Context: an optimization exercise on an open-source flow, tuned for small area. The choices shown serve that exercise and are no tape-out recipe.
Function was checked by simulation only, so behaviour that the tests miss may differ from the original. The clock port is modelled as an ideal driver; clocking choices that lean on that would not hold on a real chip.

Design key_schedule, start of the top module:
module key_schedule
(
  input  logic         clk_in,
  input  logic         rst_in,
  input  logic         start_in,
  input  logic [127:0] key_in,
  output logic         busy_out,
  output logic         rk_valid_out,
  input  logic         rk_ready_in,
  output logic [3:0]   rk_round_out,
  output logic [127:0] rk_out,
  output logic         done_out,
  input  logic [3:0]   rd_addr_in,
  output logic [127:0] rd_data_out
);
Size: ~3200 cells after synthesis, ~1500 flip-flops, about 400 I/O pins, about 0.058 mm^2 of cells after synthesis.
Settings: LEC_CHECK=0, CAP_MARGIN=5, CORE_MARGIN=2, CORE_UTILIZATION=65, SLEW_MARGIN=5, SYNTH_HIERARCHICAL=1, SYNTH_MINIMUM_KEEP_SIZE=0; clock period 6.5 ns.
standard.sh (not shown) runs the stock make flow with config.mk's settings and CLKGATE_MAP_FILE= SYNTH_SCRIPT=/design/flow/synth_recipe.tcl, a recipe that flattens the netlist after the stock synthesis.
==> flow/flow/run.sh <==
#!/bin/bash
# The standard layout (standard.sh), with two changes:
#  - port buffers are sky130_fd_sc_hd__buf_1 (the standard flow picks a larger
#    delay cell); every input and output port still gets its buffer;
#  - CTS uses clkbuf_16 with sink clusters of up to 28 registers and inserts no
#    dummy loads.
# ORFS writes each step's full log under orfs/logs/; make's own output goes to
# flow.log here.
set -uo pipefail
export BUFFER_PORTS_ARGS="-buffer_cell sky130_fd_sc_hd__buf_1"
export CTS_ARGS="-sink_clustering_enable -repair_clock_nets -dont_use_dummy_load -buf_list sky130_fd_sc_hd__clkbuf_16 -sink_clustering_size 28 -sink_clustering_max_diameter 70"
bash standard.sh > flow.log 2>&1
Next try:
==> flow/flow/run.sh (replaced) <==
#!/bin/bash
# The standard layout (standard.sh), with two changes:
#  - port buffers are sky130_fd_sc_hd__buf_1 (the standard flow picks a larger
#    delay cell); every input and output port still gets its buffer;
#  - CTS uses clkbuf_8 with sink clusters of up to 20 registers and inserts no
#    dummy loads.
# ORFS writes each step's full log under orfs/logs/; make's own output goes to
# flow.log here.
set -uo pipefail
export BUFFER_PORTS_ARGS="-buffer_cell sky130_fd_sc_hd__buf_1"
export CTS_ARGS="-sink_clustering_enable -repair_clock_nets -dont_use_dummy_load -buf_list sky130_fd_sc_hd__clkbuf_8 -sink_clustering_size 20 -sink_clustering_max_diameter 50"
bash standard.sh > flow.log 2>&1
--- a/flow/config.mk
+++ b/flow/config.mk
@@ -6,8 +6,11 @@
 export NUM_CORES = 4
 export LEC_CHECK = 0
-export CAP_MARGIN = 5
+export CAP_MARGIN = 20
 export CORE_MARGIN = 2
-export CORE_UTILIZATION = 65
-export SLEW_MARGIN = 5
+export CORE_UTILIZATION = 40
+export CTS_BUF_LIST = sky130_fd_sc_hd__clkbuf_8
+export CTS_CLUSTER_DIAMETER = 50
+export CTS_CLUSTER_SIZE = 20
+export SLEW_MARGIN = 20
 export SYNTH_HIERARCHICAL = 1
 export SYNTH_MINIMUM_KEEP_SIZE = 0
Result: Register-to-register slack gets better by 0.09 ns; area after synthesis is unchanged; synthesized cell count is unchanged; hold slack hardly moves.
Next try:
==> flow/flow/run.sh (replaced) <==
#!/bin/bash
# The standard layout (standard.sh), with two changes:
#  - port buffers are sky130_fd_sc_hd__buf_1 (the standard flow picks a larger
#    delay cell); every input and output port still gets its buffer;
#  - CTS uses clkbuf_16 with sink clusters of up to 32 registers and inserts no
#    dummy loads.
# ORFS writes each step's full log under orfs/logs/; make's own output goes to
# flow.log here.
set -uo pipefail
export BUFFER_PORTS_ARGS="-buffer_cell sky130_fd_sc_hd__buf_1"
export CTS_ARGS="-sink_clustering_enable -repair_clock_nets -dont_use_dummy_load -buf_list sky130_fd_sc_hd__clkbuf_16 -sink_clustering_size 32 -sink_clustering_max_diameter 80"
bash standard.sh > flow.log 2>&1
--- a/flow/config.mk
+++ b/flow/config.mk
@@ -8,8 +8,6 @@
 export CAP_MARGIN = 20
 export CORE_MARGIN = 2
-export CORE_UTILIZATION = 40
-export CTS_BUF_LIST = sky130_fd_sc_hd__clkbuf_8
-export CTS_CLUSTER_DIAMETER = 50
-export CTS_CLUSTER_SIZE = 20
+export CORE_UTILIZATION = 65
+export GPL_TIMING_DRIVEN = 0
 export SLEW_MARGIN = 20
 export SYNTH_HIERARCHICAL = 1
After rerunning: Clock-buffer cell count went down by 84; via count went up by 2.7%; global-route usage went up by 12 points; sequential share of layout area went down by 2.0 points.
Next try:
--- a/flow/config.mk
+++ b/flow/config.mk
@@ -8,6 +8,5 @@
 export CAP_MARGIN = 20
 export CORE_MARGIN = 2
-export CORE_UTILIZATION = 65
-export GPL_TIMING_DRIVEN = 0
+export CORE_UTILIZATION = 70
 export SLEW_MARGIN = 20
 export SYNTH_HIERARCHICAL = 1
After rerunning: Synthesized area stays the same. Count of clock-buffer cells in the layout is lower by 1. Flip-flop and latch count stays the same. Worst hold slack degrades by 0.020 ns. Die area is lower by 7.1%. Worst setup slack degrades by 0.074 ns. Design area is lower by 6.0%. Non-clock buffer count is lower by 156. Via count barely changes.

========
key_schedule again, from the RTL that the note above started with.
Settings: LEC_CHECK=0, CAP_MARGIN=20, CORE_MARGIN=2, CORE_UTILIZATION=65, SLEW_MARGIN=20, SYNTH_HIERARCHICAL=1, SYNTH_MINIMUM_KEEP_SIZE=0; clock period 6.5 ns.
==> flow/flow/run.sh <==
#!/bin/bash
# The standard layout (standard.sh), with two changes:
#  - port buffers are sky130_fd_sc_hd__buf_1 (the standard flow picks a larger
#    delay cell); every input and output port still gets its buffer;
#  - CTS uses clkbuf_16 with sink clusters of up to 32 registers and inserts no
#    dummy loads.
# ORFS writes each step's full log under orfs/logs/; make's own output goes to
# flow.log here.
set -uo pipefail
export BUFFER_PORTS_ARGS="-buffer_cell sky130_fd_sc_hd__buf_1"
export CTS_ARGS="-sink_clustering_enable -repair_clock_nets -dont_use_dummy_load -buf_list sky130_fd_sc_hd__clkbuf_16 -sink_clustering_size 32 -sink_clustering_max_diameter 80"
bash standard.sh > flow.log 2>&1
Edit:
==> flow/run.sh (new file) <==
#!/bin/bash
# synth_recipe.tcl (not shown) runs the flow's synth.tcl, then flattens the netlist and writes it again
# the make line also repeats each setting of config.mk as NAME=value (left out here)
make -C /OpenROAD-flow-scripts/flow DESIGN_CONFIG=/design/flow/config.mk WORK_HOME=/design/flow/orfs CLKGATE_MAP_FILE= SYNTH_SCRIPT=/design/flow/synth_recipe.tcl finish
CORE_UTILIZATION = 40   (was 65)
CTS_BUF_LIST = sky130_fd_sc_hd__clkbuf_8   (was default)
CTS_CLUSTER_DIAMETER = 50   (was default)
CTS_CLUSTER_SIZE = 20   (was default)
removed: flow/flow/run.sh
removed: flow/standard.sh
=> The new run ran to the end with no violations. Routed wire length went up by a little under a tenth. Clock skew came out higher by 0.019 ns. Setup slack improved by 0.13 ns. Hold slack is worse by 0.081 ns. Core utilization is lower by 24 points.
Edit:
==> flow/flow/run.sh (new file) <==
#!/bin/bash
# The standard layout (standard.sh), with two changes:
#  - port buffers are sky130_fd_sc_hd__buf_1 (the standard flow picks a larger
#    delay cell); every input and output port still gets its buffer;
#  - CTS uses clkbuf_16 with sink clusters of up to 28 registers and inserts no
#    dummy loads.
# ORFS writes each step's full log under orfs/logs/; make's own output goes to
# flow.log here.
set -uo pipefail
export BUFFER_PORTS_ARGS="-buffer_cell sky130_fd_sc_hd__buf_1"
export CTS_ARGS="-sink_clustering_enable -repair_clock_nets -dont_use_dummy_load -buf_list sky130_fd_sc_hd__clkbuf_16 -sink_clustering_size 28 -sink_clustering_max_diameter 70"
bash standard.sh > flow.log 2>&1
==> flow/standard.sh (new file) <==
#!/bin/bash
# synth_recipe.tcl (not shown) runs the flow's synth.tcl, then flattens the netlist and writes it again
# the make line also repeats each setting of config.mk as NAME=value (left out here)
make -C /OpenROAD-flow-scripts/flow DESIGN_CONFIG=/design/flow/config.mk WORK_HOME=/design/flow/orfs CLKGATE_MAP_FILE= SYNTH_SCRIPT=/design/flow/synth_recipe.tcl "${@:-finish}"
CORE_UTILIZATION = 60   (was 40)
CTS_BUF_LIST = default   (was sky130_fd_sc_hd__clkbuf_8)
CTS_CLUSTER_DIAMETER = default   (was 50)
CTS_CLUSTER_SIZE = default   (was 20)
removed: flow/run.sh
Result: The changed run went through all stages and came out clean; utilization is higher by 19 points; via count is lower by 0.39%.

========
Starting RTL as in the previous note.
Settings: LEC_CHECK=0, CAP_MARGIN=20, CORE_MARGIN=2, CORE_UTILIZATION=65, PLACE_DENSITY=0.8, SLEW_MARGIN=20, SYNTH_HIERARCHICAL=1, SYNTH_MINIMUM_KEEP_SIZE=0; clock period 6.5 ns.
==> flow/flow/run.sh <==
#!/bin/bash
# The standard layout (standard.sh), with two changes:
#  - port buffers are sky130_fd_sc_hd__buf_1 (the standard flow picks a larger
#    delay cell); every input and output port still gets its buffer;
#  - CTS uses clkbuf_16 with sink clusters of up to 32 registers and inserts no
#    dummy loads.
# ORFS writes each step's full log under orfs/logs/; make's own output goes to
# flow.log here.
set -uo pipefail
export BUFFER_PORTS_ARGS="-buffer_cell sky130_fd_sc_hd__buf_1"
export CTS_ARGS="-sink_clustering_enable -repair_clock_nets -dont_use_dummy_load -buf_list sky130_fd_sc_hd__clkbuf_16 -sink_clustering_size 32 -sink_clustering_max_diameter 80"
bash standard.sh > flow.log 2>&1
The starting point ran to the end with no violations.
Then changed:
==> flow/flow/run.sh (replaced) <==
#!/bin/bash
# The standard layout (standard.sh), with two changes:
#  - port buffers are sky130_fd_sc_hd__buf_1 (the standard flow picks a larger
#    delay cell); every input and output port still gets its buffer;
#  - CTS uses clkbuf_16 with sink clusters of up to 28 registers and inserts no
#    dummy loads.
# ORFS writes each step's full log under orfs/logs/; make's own output goes to
# flow.log here.
set -uo pipefail
export BUFFER_PORTS_ARGS="-buffer_cell sky130_fd_sc_hd__buf_1"
export CTS_ARGS="-sink_clustering_enable -repair_clock_nets -dont_use_dummy_load -buf_list sky130_fd_sc_hd__clkbuf_16 -sink_clustering_size 28 -sink_clustering_max_diameter 70"
bash standard.sh > flow.log 2>&1
--- a/flow/config.mk
+++ b/flow/config.mk
@@ -9,4 +9,3 @@
 export CORE_MARGIN = 2
-export CORE_UTILIZATION = 65
-export PLACE_DENSITY = 0.8
+export CORE_UTILIZATION = 40
 export SLEW_MARGIN = 20
What happened: Cell count rose by about a fifth; synthesized area does not change; final area rose by a few percent; register-to-register slack gets better by 0.09 ns; wire length rose by a little under a tenth.

==> what the ideal ports hide <==
The results above use ideal ports. As a check the final layouts listed here were re-extracted and re-timed, cells and wires unchanged. Step 1, drivers: a clkbuf_16 drives clk_in and a buf_2 each remaining input, both assumed. Step 2, shift: input delay + t, output delay - t, t = (earliest + latest rising clock arrival at the registers) / 2. This alone moves slack from input paths to output paths. Slacks: ideal ports / drivers / drivers and shift; pairs: ideal ports / drivers.
run | shift t [ns] | slack for setup (ns) | pins driven straight from the clock port
the first run of note 1 | 0.699 | 0.255 / 0.255 / 0.255 | 1
the second run of note 1 | 0.913 | 0.343 / 0.343 / 0.343 | 1
the third run of note 1 | 0.752 | 0.278 / 0.278 / 0.278 | 1
the fourth run of note 1 | 0.728 | 0.205 / 0.205 / 0.205 | 1
the first run of note 2 | 0.727 | 0.243 / 0.243 / 0.243 | 1
the second run of note 2 | 0.986 | 0.376 / 0.376 / 0.376 | 1
the third run of note 2 | 0.725 | 0.337 / 0.337 / 0.337 | 1
the first run of note 3 | 0.728 | 0.342 / 0.342 / 0.342 | 1
the second run of note 3 | 0.784 | 0.429 / 0.429 / 0.429 | 1
After both steps every run listed still meets setup and hold.
